Source: an optimization exercise on an open RTL-to-GDS flow (aim: small area). Production flows keep margins and buffers that such runs may drop.
Only simulation tests tie the RTL to the original design; equivalence was not proved.
Power is estimated from default activity; no workload was simulated.

==> sierra <==
==> flow/design.v (excerpt) <==
module rvCore (
	input  logic           clk,
	input  logic           rstN,
	input  rvIsaPkg::wordT InstrData,
	input  rvIsaPkg::wordT MemData,
	output rvIsaPkg::addrT PC,
	output rvIsaPkg::addrT RWAddress,
	output rvIsaPkg::wordT WriteData,
	output logic           MemRead,
	output logic           MemWrite
);
==> flow/config.mk <==
export PLATFORM = sky130hd
export DESIGN_NAME = rvCore
export DESIGN_NICKNAME = rvCore
export VERILOG_FILES = /design/flow/design.v
export SDC_FILE = /design/flow/constraint.sdc
export NUM_CORES = 4
export LEC_CHECK = 0
export CAP_MARGIN = 20
export CORE_MARGIN = 2
export CORE_UTILIZATION = 40
export PLACE_DENSITY = 0.6
export SLEW_MARGIN = 20
==> flow/constraint.sdc <==
create_clock -name core_clock -period 7.0 [get_ports {clk}]
set_input_delay 1.4000 -clock core_clock [delete_from_list [all_inputs] [get_ports {clk}]]
set_output_delay 1.4000 -clock core_clock [all_outputs]
set_load 0.01 [all_outputs]
run.sh (not shown) runs the stock make flow with config.mk's settings and CLKGATE_MAP_FILE= SYNTH_SCRIPT=/design/flow/synth_recipe.tcl, a recipe that flattens the netlist after the stock synthesis.
==> harbor: changes against sierra <==
==> flow/flow/run.sh (new file) <==
#!/bin/bash
# Own layout flow: the standard synthesis, its combinational logic re-mapped for
# area (registers untouched), then the standard ORFS layout steps with smaller
# port buffers and clock-tree settings. Each tool logs to its own file here.
set -euo pipefail
W=$PWD
R=$W/orfs/results/$FLOW_PLATFORM/rvCore/base
YOSYS=$FLOW_HOME/../tools/install/yosys/bin/yosys
[[ -x $YOSYS ]] || YOSYS=yosys
LIB=$FLOW_HOME/platforms/$FLOW_PLATFORM/lib/sky130_fd_sc_hd__tt_025C_1v80.lib

bash standard.sh synth > $W/log_1_standard_synth.txt 2>&1

cp $R/1_2_yosys.v $W/standard_synth.v
REMAP_IN=$W/standard_synth.v REMAP_OUT=$W/remapped.v REMAP_LIB=$LIB REMAP_ABC=$W/flow/remap.abc \
	$YOSYS -c $W/flow/remap.tcl > $W/log_2_remap.txt 2>&1
cp $W/remapped.v $R/1_2_yosys.v
rm -f $R/1_synth.odb $R/1_synth.sdc

export BUFFER_PORTS_ARGS="-buffer_cell sky130_fd_sc_hd__buf_1"
export CTS_ARGS="-sink_clustering_enable -repair_clock_nets -buf_list sky130_fd_sc_hd__clkbuf_8 -sink_clustering_size 16 -sink_clustering_max_diameter 60 -dont_use_dummy_load"
bash standard.sh finish > $W/log_3_standard_layout.txt 2>&1
==> flow/flow/remap.abc (new file) <==
strash
&get -n
&deepsyn -T 20
&put
dch -f
&get -n
&nf
&put
topo
buffer -p
upsize
dnsize
==> flow/flow/remap.tcl (new file) <==
# Re-maps the combinational logic of the standard synthesis netlist for area.
# The registers stay as they are: same instances, names and cell types.
# Arguments come from the environment: REMAP_IN, REMAP_OUT, REMAP_LIB, REMAP_ABC.
yosys -import
set lib $::env(REMAP_LIB)
read_liberty -ignore_miss_func $lib
read_verilog $::env(REMAP_IN)
hierarchy -top $::env(FLOW_TOP)
# Keep every sequential cell as an instance; flatten the rest into gates
set seq {}
foreach m [lsort -unique [regexp -all -inline {sky130_fd_sc_hd__(?:dfxtp|dfrtp|dfstp|dfbbp|dfrbp|dfxbp|edfxtp|sdf\w*|dlx\w*|dlr\w*)_\d+} [read [open $::env(REMAP_IN)]]]] {
	lappend seq $m
	setattr -mod -set keep_hierarchy 1 $m
}
puts "sequential cell types kept: $seq"
flatten
opt -purge
abc -liberty $lib -dont_use sky130_fd_sc_hd__lpflow_* -dont_use sky130_fd_sc_hd__probe* -script $::env(REMAP_ABC)
opt_clean -purge
splitnets
opt_clean -purge
hilomap -singleton -hicell sky130_fd_sc_hd__conb_1 HI -locell sky130_fd_sc_hd__conb_1 LO
insbuf -buf sky130_fd_sc_hd__buf_1 A X
tee -o $::env(REMAP_OUT).stat stat -liberty $lib
select $::env(FLOW_TOP)
write_verilog -noattr -nohex -nodec -selected $::env(REMAP_OUT)
==> flow/standard.sh (new file) <==
#!/bin/bash
# synth_recipe.tcl (not shown) runs the flow's synth.tcl, then flattens the netlist and writes it again
# the make line also repeats each setting of config.mk as NAME=value (left out here)
make -C /OpenROAD-flow-scripts/flow DESIGN_CONFIG=/design/flow/config.mk WORK_HOME=/design/flow/orfs CLKGATE_MAP_FILE= SYNTH_SCRIPT=/design/flow/synth_recipe.tcl "${@:-finish}"
removed: flow/run.sh
==> summary.txt <==
harbor finished with negative setup slack left. sierra finished with timing, DRC and antenna clean.
Against harbor, the total power of sierra is larger by 30%.
In flip-flop and latch count, harbor and sierra do not differ.
Between sierra and harbor, the lower global-route usage is in harbor (gap 0.24 points).
In sierra the first-iteration DRC count is higher than in harbor, by 38%.
In sierra the non-clock buffer count is lower than in harbor, by 145.
==> figures <==
                                                                                             sierra                    harbor
Result of the run                                                   no timing/DRC/antenna violations           failed layout checks
Reasons for failing layout checks                                                                  -      negative setup slack
Final-layout fill cell count                                                                    6038                      5773
Slowest cell on crit path                                           sky130_fd_sc_hd__clkdlybuf4s50_1  sky130_fd_sc_hd__o41ai_2
Number of CTS-inserted buffers                                                                    96                        82
Effective utilization at floorplan                                                             40.3%                     40.6%
Startpoint class of the critical path                                                  primary input                  register
Worst Hold Path EP                                                                         ring[740]                 ring[323]
Relative max-transition margin                                                                 33.9%                     38.2%
Routed length per instance                                                                   18.6 um                   18.6 um
Clock latency of the later-clocked register in the worst-skew pair                            650 ps                    720 ps
Number of cell rows                                                                               98                        93
Router iterations before antenna repair                                                            7                         5


==> run F: inputs <==
rvCore again, from the RTL that the note above started with.
==> module rvCore, before the edit <==
module rvCore (
	input  logic           clk,
	input  logic           rstN,
	input  rvIsaPkg::wordT InstrData,
	input  rvIsaPkg::wordT MemData,
	output rvIsaPkg::addrT PC,
	output rvIsaPkg::addrT RWAddress,
	output rvIsaPkg::wordT WriteData,
	output logic           MemRead,
	output logic           MemWrite
);
	localparam int NumRegs = 31;
	localparam int TapB    = 16;
	localparam logic [1:0] StFirst  = 2'd0;   
	localparam logic [1:0] StSecond = 2'd1;   
	localparam logic [1:0] StMem    = 2'd2;   
	localparam logic [1:0] StWb     = 2'd3;   
	logic [NumRegs*32-1:0] ring;
	logic [4:0]  cnt;       
	logic [1:0]  state;
	logic        go;        
	logic        selA;      
	logic        selB;      
	logic [31:0] acc;
	logic [29:0] pcHi;
	logic [31:0] ins;
	logic [4:0]  rs1, rs2, rd;
	logic [2:0]  f3;
	logic        isReg, isImm, isLoad, isStore, isBranch, isJal, wrRd;
	logic [1:0]  stateNext;
	logic [4:0]  cntNext, cntNextB, srcNext;
	logic        goNext, needSrc;
	logic [31:0] tap, opX, opY, imm, aluOut;
	logic        usePc, useAcc, useImm, useMem, doSub, taken;
	logic [2:0]  fn;
	assign ins = InstrData;
	assign rs1 = ins[19:15];
	assign rs2 = ins[24:20];
	assign rd  = ins[11:7];
	assign f3  = ins[14:12];
	assign isJal    = ins[2];
	assign isBranch = ins[6] & ~ins[2];
	assign isReg    = ins[5] & ins[4];
	assign isImm    = ~ins[5] & ins[4];
	assign isLoad   = ~ins[5] & ~ins[4];
	assign isStore  = ~ins[6] & ins[5] & ~ins[4];
	assign wrRd     = (isReg | isImm | isLoad | isJal) && rd != 5'd0;
	always_comb begin
		stateNext = state;
		if (go) begin
			case (state)
				StFirst:  stateNext = isLoad ? StMem : (isReg | isBranch | isStore) ? StSecond : StWb;
				StSecond: stateNext = StWb;
				StMem:    stateNext = StWb;
				default:  stateNext = StFirst;
			endcase
		end
	end
	assign cntNext  = (cnt == 5'(NumRegs)) ? 5'd1 : cnt + 5'd1;
	assign cntNextB = (cntNext > 5'(NumRegs - TapB)) ? cntNext - 5'(NumRegs - TapB)
		: cntNext + 5'(TapB);
	assign srcNext = (stateNext == StFirst) ? ((isReg | isBranch) ? rs2 : rs1)
		: (isStore ? rs2 : rs1);
	assign needSrc = (stateNext == StFirst && !isJal) || stateNext == StSecond;
	always_comb begin
		case (stateNext)
			StMem:   goNext = 1'b1;
			StWb:    goNext = !wrRd || rd == cntNext;
			default: goNext = !needSrc || srcNext == 5'd0 || srcNext == cntNext || srcNext == cntNextB;
		endcase
	end
	always_ff @(posedge clk) begin
		if (!rstN) begin
			cnt   <= 5'd1;
			state <= StFirst;
			go    <= 1'b0;
			selA  <= 1'b0;
			selB  <= 1'b0;
		end else begin
			cnt   <= cntNext;
			state <= stateNext;
			if (state == StWb && go) begin
				go   <= 1'b0;
				selA <= 1'b0;
				selB <= 1'b0;
			end else begin
				go   <= goNext;
				selA <= needSrc && srcNext != 5'd0 && srcNext == cntNext;
				selB <= needSrc && srcNext != 5'd0 && srcNext == cntNextB;
			end
		end
	end
	assign tap   = ({32{selA}} & ring[31:0]) | ({32{selB}} & ring[TapB*32 +: 32]);
	assign taken = (acc == 32'd0) ^ f3[0];
	always_comb begin
		imm    = 32'd4;
		usePc  = 1'b0;
		useAcc = 1'b1;
		useImm = 1'b0;
		useMem = 1'b0;
		fn     = 3'b000;
		doSub  = 1'b0;
		case (state)
			StFirst: if (go) begin
				useAcc = 1'b0;
				if (isJal) begin
					usePc  = 1'b1;
					useImm = 1'b1;
				end else if (isImm || isLoad || isStore) begin
					useImm = 1'b1;
					imm    = isStore ? {{20{ins[31]}}, ins[31:25], ins[11:7]}
						: {{20{ins[31]}}, ins[31:20]};
					if (isImm) fn = f3;
				end
			end
			StSecond: if (go && !isStore) begin
				fn    = isBranch ? 3'b100 : f3;
				doSub = isReg && ins[30];
			end
			StMem: begin
				useAcc = 1'b0;
				useMem = 1'b1;
			end
			default: if (go) begin
				useAcc = 1'b0;
				usePc  = 1'b1;
				useImm = 1'b1;
				if (isJal) imm = {{11{ins[31]}}, ins[31], ins[19:12], ins[20], ins[30:21], 1'b0};
				else if (isBranch && taken)
					imm = {{19{ins[31]}}, ins[31], ins[7], ins[30:25], ins[11:8], 1'b0};
			end
		endcase
	end
	assign opX = tap | {usePc ? pcHi : 30'd0, 2'b00};
	assign opY = ({32{useAcc}} & acc) | ({32{useImm}} & imm) | ({32{useMem}} & MemData);
	logic        sub, lt;
	logic [32:0] sumC;
	logic [31:0] sum;
	assign sub  = doSub || fn == 3'b010;
	assign sumC = {opX, 1'b1} + {opY ^ {32{sub}}, sub};
	assign sum  = sumC[32:1];
	assign lt   = (opX[31] ^ opY[31]) ? opX[31] : sum[31];
	always_comb begin
		case (fn)
			3'b010:  aluOut = {31'd0, lt};
			3'b100:  aluOut = opX ^ opY;
			3'b110:  aluOut = opX | opY;
			3'b111:  aluOut = opX & opY;
			default: aluOut = sum;
		endcase
	end
	always_ff @(posedge clk) begin
		ring <= {(state == StWb && go && wrRd) ? acc : ring[31:0], ring[NumRegs*32-1:32]};
		acc  <= aluOut;
	end
	always_ff @(posedge clk) begin
		if (!rstN) pcHi <= 30'd0;
		else if (state == StWb && go) pcHi <= aluOut[31:2];
	end
	assign PC        = {pcHi, 2'b00};
	assign RWAddress = acc;
	assign WriteData = tap;
	assign MemRead   = state == StMem;
	assign MemWrite  = state == StSecond && go && isStore;
endmodule
Settings: LEC_CHECK=0, CAP_MARGIN=20, CORE_MARGIN=2, CORE_UTILIZATION=40, CTS_BUF_LIST=sky130_fd_sc_hd__clkbuf_8, CTS_CLUSTER_DIAMETER=50, CTS_CLUSTER_SIZE=20, PLACE_DENSITY=0.8, SLEW_MARGIN=20; clock period 7.0 ns.
Stock flow here: none of the scripts above is used.
==> run D: changes against run F <==
--- a/flow/design.v
+++ b/flow/design.v
@@ -63,2 +63,43 @@
 endpackage
+`timescale 1ns/1ps
+module rvAlu (
+	input  logic [31:0] opX,
+	input  logic [31:0] opY,
+	input  logic [2:0]  fn,
+	input  logic        doSub,
+	output logic [31:0] aluOut
+);
+	logic        sub, isSlt, keepP, keepC, keepG, lt;
+	logic [31:0] y, p, g, gg, pp, c;
+	assign isSlt = fn == 3'b010;
+	assign sub   = doSub || isSlt;
+	assign y     = opY ^ {32{sub}};
+	assign p     = opX ^ y;
+	assign g     = opX & y;
+	always_comb begin
+		gg = g;
+		pp = p;
+		gg[0] = g[0] | (p[0] & sub);
+		for (int d = 1; d < 32; d = d * 2) begin
+			for (int i = 2 * d - 1; i < 32; i = i + 2 * d) begin
+				gg[i] = gg[i] | (pp[i] & gg[i - d]);
+				pp[i] = pp[i] & pp[i - d];
+			end
+		end
+		for (int d = 8; d >= 1; d = d / 2) begin
+			for (int i = 3 * d - 1; i < 32; i = i + 2 * d) begin
+				gg[i] = gg[i] | (pp[i] & gg[i - d]);
+			end
+		end
+	end
+	assign c = {gg[30:0], sub};
+	assign keepC = fn == 3'b000 || isSlt;
+	assign keepP = fn == 3'b000 || fn == 3'b100 || fn == 3'b110;
+	assign keepG = fn == 3'b110 || fn == 3'b111;
+	assign lt    = (opX[31] ^ opY[31]) ? opX[31] : (p[31] ^ c[31]);
+	always_comb begin
+		aluOut = ((p & {32{keepP}}) ^ (c & {32{keepC && !isSlt}})) | (g & {32{keepG}});
+		aluOut[0] = aluOut[0] | (isSlt & lt);
+	end
+endmodule
 `timescale 1ns/1ps
@@ -97,3 +138,3 @@
 	logic [31:0] tap, opX, opY, imm, aluOut;
-	logic        usePc, useAcc, useImm, useMem, doSub, taken;
+	logic        usePc, useAcc, useImm, useMem, doSub, taken, eqFlag;
 	logic [2:0]  fn;
@@ -157,3 +198,6 @@
 	assign tap   = ({32{selA}} & ring[31:0]) | ({32{selB}} & ring[TapB*32 +: 32]);
-	assign taken = (acc == 32'd0) ^ f3[0];
+	always_ff @(posedge clk) begin
+		if (state == StSecond) eqFlag <= aluOut == 32'd0;
+	end
+	assign taken = eqFlag ^ f3[0];
 	always_comb begin
@@ -199,18 +243,3 @@
 	assign opY = ({32{useAcc}} & acc) | ({32{useImm}} & imm) | ({32{useMem}} & MemData);
-	logic        sub, lt;
-	logic [32:0] sumC;
-	logic [31:0] sum;
-	assign sub  = doSub || fn == 3'b010;
-	assign sumC = {opX, 1'b1} + {opY ^ {32{sub}}, sub};
-	assign sum  = sumC[32:1];
-	assign lt   = (opX[31] ^ opY[31]) ? opX[31] : sum[31];
-	always_comb begin
-		case (fn)
-			3'b010:  aluOut = {31'd0, lt};
-			3'b100:  aluOut = opX ^ opY;
-			3'b110:  aluOut = opX | opY;
-			3'b111:  aluOut = opX & opY;
-			default: aluOut = sum;
-		endcase
-	end
+	rvAlu rvAlu_inst (.opX(opX), .opY(opY), .fn(fn), .doSub(doSub), .aluOut(aluOut));
 	always_ff @(posedge clk) begin
- CTS_CLUSTER_DIAMETER: 50 -> 60
- CTS_CLUSTER_SIZE: 20 -> 16
- PLACE_DENSITY: 0.8 -> 0.6
==> run P: changes against run F <==
--- a/flow/design.v
+++ b/flow/design.v
@@ -83,6 +83,4 @@
 	logic [4:0]  cnt;       
+	logic [4:0]  cntB;      
 	logic [1:0]  state;
-	logic        go;        
-	logic        selA;      
-	logic        selB;      
 	logic [31:0] acc;
@@ -90,11 +88,10 @@
 	logic [31:0] ins;
-	logic [4:0]  rs1, rs2, rd;
+	logic [4:0]  rs1, rs2, rd, src;
 	logic [2:0]  f3;
-	logic        isReg, isImm, isLoad, isStore, isBranch, isJal, wrRd;
-	logic [1:0]  stateNext;
-	logic [4:0]  cntNext, cntNextB, srcNext;
-	logic        goNext, needSrc;
-	logic [31:0] tap, opX, opY, imm, aluOut;
-	logic        usePc, useAcc, useImm, useMem, doSub, taken;
+	logic        isReg, isImm, isLoad, isStore, isBranch, isJal;
+	logic        hitA, hitB, srcHit, wrRd, wbHit, ringWe, taken;
+	logic [31:0] tap, opX, opY, imm, sum, aluOut;
+	logic        useX, usePc, useAcc, useImm, useMem, doSub;
 	logic [2:0]  fn;
+	logic        lt;
 	assign ins = InstrData;
@@ -110,50 +107,13 @@
 	assign isStore  = ~ins[6] & ins[5] & ~ins[4];
-	assign wrRd     = (isReg | isImm | isLoad | isJal) && rd != 5'd0;
-	always_comb begin
-		stateNext = state;
-		if (go) begin
-			case (state)
-				StFirst:  stateNext = isLoad ? StMem : (isReg | isBranch | isStore) ? StSecond : StWb;
-				StSecond: stateNext = StWb;
-				StMem:    stateNext = StWb;
-				default:  stateNext = StFirst;
-			endcase
-		end
-	end
-	assign cntNext  = (cnt == 5'(NumRegs)) ? 5'd1 : cnt + 5'd1;
-	assign cntNextB = (cntNext > 5'(NumRegs - TapB)) ? cntNext - 5'(NumRegs - TapB)
-		: cntNext + 5'(TapB);
-	assign srcNext = (stateNext == StFirst) ? ((isReg | isBranch) ? rs2 : rs1)
-		: (isStore ? rs2 : rs1);
-	assign needSrc = (stateNext == StFirst && !isJal) || stateNext == StSecond;
-	always_comb begin
-		case (stateNext)
-			StMem:   goNext = 1'b1;
-			StWb:    goNext = !wrRd || rd == cntNext;
-			default: goNext = !needSrc || srcNext == 5'd0 || srcNext == cntNext || srcNext == cntNextB;
-		endcase
-	end
-	always_ff @(posedge clk) begin
-		if (!rstN) begin
-			cnt   <= 5'd1;
-			state <= StFirst;
-			go    <= 1'b0;
-			selA  <= 1'b0;
-			selB  <= 1'b0;
-		end else begin
-			cnt   <= cntNext;
-			state <= stateNext;
-			if (state == StWb && go) begin
-				go   <= 1'b0;
-				selA <= 1'b0;
-				selB <= 1'b0;
-			end else begin
-				go   <= goNext;
-				selA <= needSrc && srcNext != 5'd0 && srcNext == cntNext;
-				selB <= needSrc && srcNext != 5'd0 && srcNext == cntNextB;
-			end
-		end
-	end
-	assign tap   = ({32{selA}} & ring[31:0]) | ({32{selB}} & ring[TapB*32 +: 32]);
-	assign taken = (acc == 32'd0) ^ f3[0];
+	assign cntB = (cnt > 5'(NumRegs - TapB)) ? cnt - 5'(NumRegs - TapB) : cnt + 5'(TapB);
+	assign src    = (state == StFirst) ? ((isReg | isBranch) ? rs2 : rs1) : (isStore ? rs2 : rs1);
+	assign useX   = (state == StFirst && !isJal) || state == StSecond;
+	assign hitA   = useX && src != 5'd0 && src == cnt;
+	assign hitB   = useX && src != 5'd0 && src == cntB;
+	assign srcHit = hitA || hitB || src == 5'd0;
+	assign tap = ({32{hitA}} & ring[31:0]) | ({32{hitB}} & ring[TapB*32 +: 32]);
+	assign wrRd   = (isReg | isImm | isLoad | isJal) && rd != 5'd0;
+	assign wbHit  = !wrRd || rd == cnt;
+	assign ringWe = state == StWb && wrRd && rd == cnt;
+	assign taken  = (acc == 32'd0) ^ f3[0];
 	always_comb begin
@@ -167,3 +127,3 @@
 		case (state)
-			StFirst: if (go) begin
+			StFirst: if (isJal || srcHit) begin
 				useAcc = 1'b0;
@@ -179,3 +139,3 @@
 			end
-			StSecond: if (go && !isStore) begin
+			StSecond: if (srcHit && !isStore) begin
 				fn    = isBranch ? 3'b100 : f3;
@@ -187,3 +147,3 @@
 			end
-			default: if (go) begin
+			default: if (wbHit) begin
 				useAcc = 1'b0;
@@ -199,9 +159,4 @@
 	assign opY = ({32{useAcc}} & acc) | ({32{useImm}} & imm) | ({32{useMem}} & MemData);
-	logic        sub, lt;
-	logic [32:0] sumC;
-	logic [31:0] sum;
-	assign sub  = doSub || fn == 3'b010;
-	assign sumC = {opX, 1'b1} + {opY ^ {32{sub}}, sub};
-	assign sum  = sumC[32:1];
-	assign lt   = (opX[31] ^ opY[31]) ? opX[31] : sum[31];
+	assign sum = (doSub || fn == 3'b010) ? opX - opY : opX + opY;
+	assign lt  = (opX[31] ^ opY[31]) ? opX[31] : sum[31];
 	always_comb begin
@@ -216,3 +171,3 @@
 	always_ff @(posedge clk) begin
-		ring <= {(state == StWb && go && wrRd) ? acc : ring[31:0], ring[NumRegs*32-1:32]};
+		ring <= {ringWe ? acc : ring[31:0], ring[NumRegs*32-1:32]};
 		acc  <= aluOut;
@@ -220,4 +175,22 @@
 	always_ff @(posedge clk) begin
-		if (!rstN) pcHi <= 30'd0;
-		else if (state == StWb && go) pcHi <= aluOut[31:2];
+		if (!rstN) begin
+			cnt   <= 5'd1;
+			state <= StFirst;
+			pcHi  <= 30'd0;
+		end else begin
+			cnt <= (cnt == 5'(NumRegs)) ? 5'd1 : cnt + 5'd1;
+			case (state)
+				StFirst: if (isJal || srcHit) begin
+					if (isLoad) state <= StMem;
+					else if (isReg || isBranch || isStore) state <= StSecond;
+					else state <= StWb;
+				end
+				StSecond: if (srcHit) state <= StWb;
+				StMem: state <= StWb;
+				default: if (wbHit) begin
+					state <= StFirst;
+					pcHi  <= aluOut[31:2];
+				end
+			endcase
+		end
 	end
@@ -227,3 +200,3 @@
 	assign MemRead   = state == StMem;
-	assign MemWrite  = state == StSecond && go && isStore;
+	assign MemWrite  = state == StSecond && isStore && srcHit;
 endmodule
- CTS_BUF_LIST: sky130_fd_sc_hd__clkbuf_8 -> unset
- CTS_CLUSTER_DIAMETER: 50 -> unset
- CTS_CLUSTER_SIZE: 20 -> unset
- PLACE_DENSITY: 0.8 -> 0.6
==> flow_metrics.tcl <==
set metrics [dict create \
    status "complete, but fails checks" \
    check.faults "setup timing" \
    core_area_sq_mm 0.0714 \
    ys_types 85 \
    setup_ws_ns -0.246 \
    cts_setup_buffers 15 \
    setup_viol 11 \
    synth_compound_area_share_pct 9.59 \
]
Source of the figures above: run P

==> flow_metrics.tcl <==
set metrics [dict create \
    core_area_sq_mm 0.0659 \
    synth_compound_area_share_pct 8.41 \
    ys_types 82 \
    setup_ws_ns 0.770 \
    cts_setup_buffers 0 \
    status "no timing/DRC/antenna violations" \
    synth_mux_area_share_pct 1.99 \
    period_needed_ns 6.23 \
]
Source of the figures above: run D

==> flow_metrics.tcl <==
set metrics [dict create \
    core_area_sq_mm 0.0712 \
    status "no timing/DRC/antenna violations" \
    cts_setup_buffers 0 \
    setup_viol 0 \
]
Source of the figures above: run F

## port drivers added, routing unchanged
No port has a modelled driver above. Below, the same layouts with a new extraction and two added sets of constraints. Step 1 sets driving cells, clkbuf_16 on the clock port and buf_2 on the other inputs (assumed; they add their load-dependent delay and slew). Step 2 times the ports against the registers' clock, not the clock port: input delays grow and output delays shrink by t, the midpoint of the rising clock arrivals with the driver on. Three values: no drivers, after step 1, after step 2; two values: the first two.
run | t (ns) | setup slack, ns | slew at the worst register clock pin (ns) | worst data-port slew with drivers (ns)
sierra | 0.693 | 1.143 / 1.174 / 0.482 | 0.07 / 0.07 | 0.12
harbor | 0.715 | -0.658 / -0.658 / -1.335 | 0.10 / 0.10 | 0.13
run F | 0.742 | 1.253 / 1.253 / 0.577 | 0.11 / 0.11 | 0.10
run D | 0.734 | 0.770 / 0.801 / 0.067 | 0.10 / 0.10 | 0.13
run P | 0.712 | -0.246 / -0.227 / -0.938 | 0.07 / 0.07 | 0.14
The setup slack of run D, which loses most, moves by +0.031 ns with the drivers and by -0.703 ns with both steps.
